This design comes from an exercise in tuning for small area and a short achievable clock period on the open sky130 flow, not from production work.
The RTL was checked by simulation tests, not by an equivalence proof against the original design.
Power and IR drop assume default switching activity.

## dds_gain_decimator
module dds_gain_decimator (
  input  logic        clock,
  input  logic        reset,
  input  logic        io_en,
  input  logic [31:0] io_in_value,
  input  logic [15:0] io_gain,
  input  logic [7:0]  io_decim,
  output logic        io_out_valid,
  output logic [31:0] io_out_bits,
  input  logic        io_out_ready,
  output logic [3:0]  io_level,
  output logic [15:0] io_overflow_cnt
);
make LEC_CHECK=0 CAP_MARGIN=20 CORE_MARGIN=2 CORE_UTILIZATION=65 CTS_CLUSTER_DIAMETER=100 CTS_CLUSTER_SIZE=30 SETUP_SLACK_MARGIN=5.0 SLEW_MARGIN=20 finish   # period 8.0 ns
run.sh (not shown) runs the stock make flow with config.mk's settings and CLKGATE_MAP_FILE= SYNTH_SCRIPT=/design/flow/synth_recipe.tcl, a recipe that flattens the netlist after the stock synthesis.
==> next run, changes <==
--- a/flow/design.v
+++ b/flow/design.v
@@ -1161,63 +1161,65 @@
   assign cc[45] = sg5_36;
   assign cc[46] = sg5_37;
   logic [31:0] dec, dec_p, dec_c;
   assign dec_p = cp[46:15];
   assign dec_c = cc[46:15];
   assign dec   = dec_p ^ dec_c;
   logic [31:0] h_q;
   logic [31:0] mem [7];
+  logic [6:0]  rd, wr;
   logic [3:0]  level;
   logic        valid, empty, le1, full;
   logic [31:0] m_rd;
-  logic [6:0] rsel;
-  always_comb
-    for (int i = 0; i < 7; i++) rsel[i] = (level == 4'(i + 2));
-  assign m_rd = (mem[0] & {32{rsel[0]}}) | (mem[1] & {32{rsel[1]}}) |
-                (mem[2] & {32{rsel[2]}}) | (mem[3] & {32{rsel[3]}}) |
-                (mem[4] & {32{rsel[4]}}) | (mem[5] & {32{rsel[5]}}) |
-                (mem[6] & {32{rsel[6]}});
+  assign m_rd = (mem[0] & {32{rd[0]}}) | (mem[1] & {32{rd[1]}}) |
+                (mem[2] & {32{rd[2]}}) | (mem[3] & {32{rd[3]}}) |
+                (mem[4] & {32{rd[4]}}) | (mem[5] & {32{rd[5]}}) |
+                (mem[6] & {32{rd[6]}});
   assign empty = !valid;
   logic ready;
   assign ready = io_out_ready;
   logic [3:0] lvl_r, lvl_n, level_nx;
   assign lvl_r = level + {3'd0, dec_valid} - {3'd0, !empty};
   assign lvl_n = level + {3'd0, dec_valid && !full};
   assign level_nx = ready ? lvl_r : lvl_n;
-  logic m_push;
-  assign m_push = (dec_valid && ready) || (dec_valid && !full);
+  logic m_push, m_pop, m_we;
+  assign m_push = dec_valid && (ready ? !le1 : (!empty && !full));
+  assign m_pop  = ready && !le1;
+  assign m_we   = ready || !full;
   logic [31:0] h_nx;
   always_comb begin
     for (int i = 0; i < 32; i++) begin
       logic x1, x0;
       x1 = dec_c[i] ? (le1   ? !dec_p[i] : m_rd[i]) : (le1   ? dec_p[i] : m_rd[i]);
       x0 = dec_c[i] ? (empty ? !dec_p[i] : h_q[i])  : (empty ? dec_p[i] : h_q[i]);
       h_nx[i] = ready ? x1 : x0;
     end
   end
   always_ff @(posedge clock) begin
-    if (m_push) begin
-      mem[0] <= dec;
-      for (int i = 1; i < 7; i++) mem[i] <= mem[i-1];
-    end
+    for (int i = 0; i < 7; i++)
+      if (m_we && wr[i]) mem[i] <= dec;
     h_q <= h_nx;
   end
   always_ff @(posedge clock or negedge reset) begin
     if (!reset) begin
+      rd    <= 7'd1;
+      wr    <= 7'd1;
       level <= '0;
       valid <= 1'b0;
       le1   <= 1'b1;
       full  <= 1'b0;
       io_overflow_cnt <= '0;
     end else begin
+      if (m_push) wr <= {wr[5:0], wr[6]};
+      if (m_pop)  rd <= {rd[5:0], rd[6]};
       level <= level_nx;
-      valid <= ready ? (lvl_r != 4'd0) : (lvl_n != 4'd0);
-      le1   <= ready ? (lvl_r <= 4'd1) : (lvl_n <= 4'd1);
-      full  <= ready ? (lvl_r == 4'd8) : (lvl_n == 4'd8);
+      valid <= (level_nx != 4'd0);
+      le1   <= (level_nx <= 4'd1);
+      full  <= (level_nx == 4'd8);
       if (dec_valid && full && !ready && io_overflow_cnt != 16'hFFFF)
         io_overflow_cnt <= io_overflow_cnt + 16'd1;
     end
   end
   assign io_out_valid = valid;
   assign io_out_bits  = h_q;
   assign io_level     = level;
 endmodule
The new run ran to the end with no violations.
Setup slack is better by 0.061 ns.
Clock skew increases by 0.0047 ns.
Die area rises by 1.5%.
Sequential cell count grows by 14.
Area after synthesis grows by 1.5%.
Power goes up by 11%.
Non-clock buffer count drops by 4.
Utilization stays flat.
Design area goes up by 0.66%.
Wire length went up by 0.85%.

separate check: timing with driven ports:
In the flow no input, the clock included, has a driving cell. The finished layouts below were timed again as built, in two steps.
Step 1 (the two cells are an assumption about what drives the block):
set clk [get_ports {clock}]
set_driving_cell -lib_cell sky130_fd_sc_hd__clkbuf_16 $clk
set_driving_cell -lib_cell sky130_fd_sc_hd__buf_2 [delete_from_list [all_inputs] $clk]
Step 2 also shifts input and output timing later by t, the mid clock arrival at the registers, as if the neighbouring blocks saw the same clock.
Slacks: no drivers / after step 1 / after step 2; pairs: no drivers / after step 1.
run | t, ns | slack for setup (ns) | worst setup path after step 2 | worst data-port slew with drivers (ns)
the first run | 0.605 | 4.972 / 4.972 / 4.527 | input to register | 0.04
the second run | 0.618 | 5.033 / 5.004 / 4.536 | input to register | 0.04
After both steps every run listed still meets setup and hold. The setup slack of the second run, which loses most, moves by -0.029 ns with the drivers and by -0.497 ns with both steps.
